From an optimization exercise on the open Yosys and OpenROAD flow, aimed at small area; shortcuts taken in it are not production practice. RTL that was checked went through simulation tests only; none was proved equivalent to the original. Power and IR drop assume default switching activity.

## before
==> flow/design.v (excerpt) <==
module dual_wheel_incremental_pid_drive #(
	parameter int TICK_BITS = dwpid_pkg::TICK_BITS
) (
	input  logic                        clk,
	input  logic                        arst_n,
	input  logic                        psel,
	input  logic                        penable,
	input  logic                        pwrite,
	input  logic [4:0]                  paddr,
	input  logic [31:0]                 pwdata,
	output logic [31:0]                 prdata,
	output logic                        pready,
	input  logic                        in_valid,
	output logic                        in_stall,
	input  logic [2:0]                  cmd,
	input  logic signed [15:0]          speed,
	input  logic signed [TICK_BITS-1:0] left_ticks,
	input  logic signed [TICK_BITS-1:0] right_ticks,
	output logic                        out_valid,
	input  logic                        out_stall,
	output logic [15:0]                 left_duty,
	output logic [1:0]                  left_dir,
	output logic [15:0]                 right_duty,
	output logic [1:0]                  right_dir,
	output logic signed [15:0]          left_speed,
	output logic signed [15:0]          right_speed,
	output logic signed [31:0]          left_odometry,
	output logic signed [31:0]          right_odometry
);
export LEC_CHECK = 0
export CAP_MARGIN = 20
export CORE_MARGIN = 2
export CORE_UTILIZATION = 40
export SLEW_MARGIN = 20
create_clock -name core_clock -period 12.0 [get_ports {clk}]
standard.sh (not shown) runs the stock make flow with config.mk's settings and CLKGATE_MAP_FILE= SYNTH_SCRIPT=/design/flow/synth_recipe.tcl, a recipe that flattens the netlist after the stock synthesis.
==> flow/flow/run.sh <==
#!/bin/bash
# The standard layout (standard.sh) with three options changed:
#  - synthesis runs flow/my_synth.tcl: the standard synthesis script, except that the
#    technology mapping uses Yosys's own (area-oriented) ABC script instead of ORFS's
#    delay-oriented one; registers, their names and cell types are unchanged;
#  - the port buffers are the smallest buffer cell;
#  - clock tree synthesis uses clkbuf_4 leaf clusters of up to 8 sinks and no dummy loads.
# All tool output goes to standard.log here and to ORFS's per-step logs under orfs/logs.
set -euo pipefail
HERE=$(pwd)
export BUFFER_PORTS_ARGS="-buffer_cell sky130_fd_sc_hd__buf_1"
export CTS_ARGS="-sink_clustering_enable -repair_clock_nets -sink_clustering_size 8 -sink_clustering_max_diameter 60 -buf_list sky130_fd_sc_hd__clkbuf_4 -dont_use_dummy_load"
bash standard.sh SYNTH_SCRIPT="$HERE/flow/my_synth.tcl" finish > standard.log 2>&1
==> flow/flow/my_synth.tcl <==
proc synth {args} { yosys synth -nofsm -noshare {*}$args }
# Same as synth_recipe.tcl (the standard synthesis), with ABC called without the ORFS script,
# constraint file and delay target.
# Technology mapping with Yosys's own ABC script for liberty mapping (area oriented), in place of
# ORFS's delay-oriented script; the -liberty and -dont_use arguments are kept.
proc abc {args} {
  set keep {}
  set i 0
  while {$i < [llength $args]} {
    set a [lindex $args $i]
    if {$a eq "-liberty" || $a eq "-dont_use"} {
      lappend keep $a [lindex $args [expr {$i + 1}]]
      incr i 2
    } elseif {$a eq "-script" || $a eq "-constr" || $a eq "-D"} {
      incr i 2
    } else {
      lappend keep $a
      incr i
    }
  }
  yosys abc {*}$keep
}
source $::env(SCRIPTS_DIR)/synth.tcl
# left out here: clear keep_hierarchy, flatten, clean up, hide names made inside functions, write 1_2_yosys.v
What after does differently from before at the input level:
diff --git a/flow/design.v b/flow/design.v
--- a/flow/design.v
+++ b/flow/design.v
@@ -167,18 +167,23 @@
 	logic dd, accb, tb, za, zb;
 	assign dd   = sum[0];
 	assign accb = ge23 ? accs : (acc_q[0] & ~fresh_pid);
 	assign tb   = accb ^ dd ^ ct;
 	assign za   = p_bit ^ ~tb ^ c_a;
 	assign zb   = tb ^ p_bit ^ c_b;
 	logic f, g;
 	assign f = hi ? p_bit : lo ? n_bit : acc_q[0];
 	assign g = sf ? (f ^ fseen) : f;
+	logic s_clr, s_sl, s_sm, s_sr;
+	assign s_clr = c_load | (c_pid & step & (k == 6'd40)) | (c_div1 & last);
+	assign s_sl  = ~s_clr & div;
+	assign s_sm  = ~s_clr & c_pid & ~step;
+	assign s_sr  = ~s_clr & ~div & ~(c_pid & ~step);
 	logic q_shr, q_top;
 	assign q_shr = c_neg | c_mul1 | c_mul2 | (c_meas & k_lt16) | (c_pid & step) | c_clip;
 	always_comb begin
 		q_top = sum[0];                     
 		if (c_neg) q_top = negbit;
 		if (c_meas) q_top = ebit & run;
 		if (c_pid) q_top = (k[5] | k[4]) ? q_q[15] : e16;
 	end
 	function automatic logic maj(input logic a, input logic b, input logic c);
@@ -188,23 +193,20 @@
 		e1_q <= {wr_e ? eb : e1_q[0], e1_q[16:1]};
 		e2_q <= {wr_e ? e1b : e2_q[0], e2_q[16:1]};
 		if (od_en) od_q <= {od_s, od_q[31:1]};
 		if (c_pid && step) begin
 			if (!ge23) acc_q <= {tb, acc_q[22:1]};
 		end
 		if (c_clip) acc_q <= {f, acc_q[22:1]};
 	end
 	always_ff @(posedge clk) begin
-		if (c_load || (c_pid && step && k == 6'd40) || (c_div1 && last))
-			s_q <= '0;
-		else if (div) s_q <= {sum[17:0], q_q[15]};
-		else if (c_pid && !step) s_q <= sum;
-		else s_q <= sr | {12'd0, c_clip & g, 6'd0};
+		s_q <= ({19{s_sl}} & {sum[17:0], q_q[15]}) | ({19{s_sm}} & sum)
+		       | ({19{s_sr}} & (sr | {12'd0, c_clip & g, 6'd0}));
 		if (c_load) q_q <= ticks;
 		else if (div) q_q <= {q_q[14:0], ~sum[18]};
 		else if (q_shr) q_q <= {q_top, q_q[15:1]};
 		if (c_meas && k_lt16) sp_q <= {m, sp_q[15:1]};
 		if (c_load) begin
 			tsign_sf <= ticks[15];
 			seen     <= 1'b0;
 			c1       <= LEFT;
 		end
### Flow results
after: number of detailed-routing iterations run before antenna repair 1 below before
Required time of the critical path: higher on after
The run showing the greater total length of routed wires is before.
Cell count: after lower than before
Cmp after and before / count of antenna diodes in the layout / higher: before
[compare] base=before new=after: share of the core filled with cells picked up an extra 0.39 points, via count decreased about 2%.
Taking before as the reference point, the synthesized cell count of after falls by 47.
From before to after the numbers moved as follows: total power divided by cell area has increased; count of clock-buffer cells in the layout lower; post-placement worst setup slack went up; wire length of the first global-routing pass was more or less identical.

* * *

## P
dual_wheel_incremental_pid_drive, a different RTL version from the one above (not shown whole).
For scale: roughly 1,500 cells after synthesis, about 260 I/O pins, roughly 0.018 mm2 of cells after synthesis.
Design dual_wheel_incremental_pid_drive, start of the top module:
module dual_wheel_incremental_pid_drive #(
	parameter int TICK_BITS = dwpid_pkg::TICK_BITS
) (
	input  logic                        clk,
	input  logic                        arst_n,
	input  logic                        psel,
	input  logic                        penable,
	input  logic                        pwrite,
	input  logic [4:0]                  paddr,
	input  logic [31:0]                 pwdata,
	output logic [31:0]                 prdata,
	output logic                        pready,
	input  logic                        in_valid,
	output logic                        in_stall,
	input  logic [2:0]                  cmd,
	input  logic signed [15:0]          speed,
	input  logic signed [TICK_BITS-1:0] left_ticks,
	input  logic signed [TICK_BITS-1:0] right_ticks,
	output logic                        out_valid,
	input  logic                        out_stall,
	output logic [15:0]                 left_duty,
	output logic [1:0]                  left_dir,
	output logic [15:0]                 right_duty,
	output logic [1:0]                  right_dir,
	output logic signed [15:0]          left_speed,
	output logic signed [15:0]          right_speed,
	output logic signed [31:0]          left_odometry,
	output logic signed [31:0]          right_odometry
);
export LEC_CHECK = 0
export CAP_MARGIN = 20
export CORE_MARGIN = 2
export CORE_UTILIZATION = 40
export SLEW_MARGIN = 20
create_clock -name core_clock -period 12.0 [get_ports {clk}]
==> flow/flow/run.sh <==
#!/bin/bash
# The standard layout (standard.sh) with three options changed:
#  - synthesis runs flow/my_synth.tcl: the standard synthesis script, except that the
#    technology mapping uses Yosys's own (area-oriented) ABC script instead of ORFS's
#    delay-oriented one; registers, their names and cell types are unchanged;
#  - the port buffers are the smallest buffer cell;
#  - clock tree synthesis uses clkbuf_16 leaf clusters of up to 24 sinks and no dummy loads.
# All tool output goes to standard.log here and to ORFS's per-step logs under orfs/logs.
set -euo pipefail
HERE=$(pwd)
export BUFFER_PORTS_ARGS="-buffer_cell sky130_fd_sc_hd__buf_1"
export CTS_ARGS="-sink_clustering_enable -repair_clock_nets -sink_clustering_size 24 -sink_clustering_max_diameter 120 -buf_list sky130_fd_sc_hd__clkbuf_16 -dont_use_dummy_load"
bash standard.sh SYNTH_SCRIPT="$HERE/flow/my_synth.tcl" finish > standard.log 2>&1
Scripts as last shown in full above: flow/flow/my_synth.tcl
P: no failed stages, no open violations at the end
Input changes introduced in Q (baseline for comparison: P):
diff --git a/flow/design.v b/flow/design.v
--- a/flow/design.v
+++ b/flow/design.v
@@ -352,13 +352,15 @@
 	logic [5:0] psel_r;
 	for (genvar r = 0; r < 6; r++) begin : g_psel
 		assign psel_r[r] = (paddr[4:2] == 3'(r));
 	end
 	assign prdata = {16'd0, regsel(psel_r, rst_f, reg_raw, reg_rst)};
 	typedef enum logic [3:0] {
-		PH_IDLE, PH_NEG, PH_MUL1, PH_MEAS, PH_WAIT, PH_PID, PH_CLIP, PH_DIV1, PH_MUL2, PH_DIV2, PH_DONE
+		PH_IDLE = 4'd0, PH_NEG = 4'd1, PH_MEAS = 4'd2, PH_WAIT = 4'd3, PH_PID = 4'd4,
+		PH_CLIP = 4'd5, PH_DONE = 4'd6, PH_MUL1 = 4'd8, PH_MUL2 = 4'd9, PH_DIV1 = 4'd12,
+		PH_DIV2 = 4'd13
 	} ph_t;
 	ph_t        ph_q;
 	logic [5:0] k_q;
 	logic [1:0] sub_q;
 	logic       out_valid_q;
 	logic [4:0] r17_q;
==> notes.md <==
Share of power burned in registers: Q > P
Relative to P, the final cell area excluding filler cells of Q is lower by about 0.36%.
Between P and Q, total power consumption of the routed design is lower for Q, P comes in above that.
Note that the count of inverters other than clock inverters in the layout recorded for P amounts to 0.941 times the value seen in Q.
Area after synthesis sits lower in Q than in P.
Between Q and P, it is Q whose wire length on met2 is lower, by about 5%.
No functional check of the RTL was part of P.

==> separate check: timing with driven ports <==
No port has a modelled driver above. Below, the same layouts with a new extraction and two added sets of constraints. Step 1 sets driving cells, clkbuf_16 on the clock port and buf_2 on the other inputs (assumed; they add their load-dependent delay and slew). Step 2, shift: input delay + t, output delay - t, t = (earliest + latest rising clock arrival at the registers) / 2. This alone moves slack from input paths to output paths. Three values: ideal, step 1, step 2; two values: the first two.
run	t (ns)	setup slack, ns	hold slack, ns	clock arrival spread, ns
before	0.799	0.499 / 0.499 / 0.499	0.269 / 0.269 / 0.269	0.092 / 0.092
after	0.791	0.497 / 0.497 / 0.497	0.229 / 0.229 / 0.229	0.166 / 0.166
P	0.580	0.648 / 0.648 / 0.648	0.329 / 0.329 / 0.329	0.072 / 0.072
Q	0.571	0.639 / 0.639 / 0.639	0.295 / 0.295 / 0.295	0.105 / 0.105
After both steps every run listed still meets setup and hold.
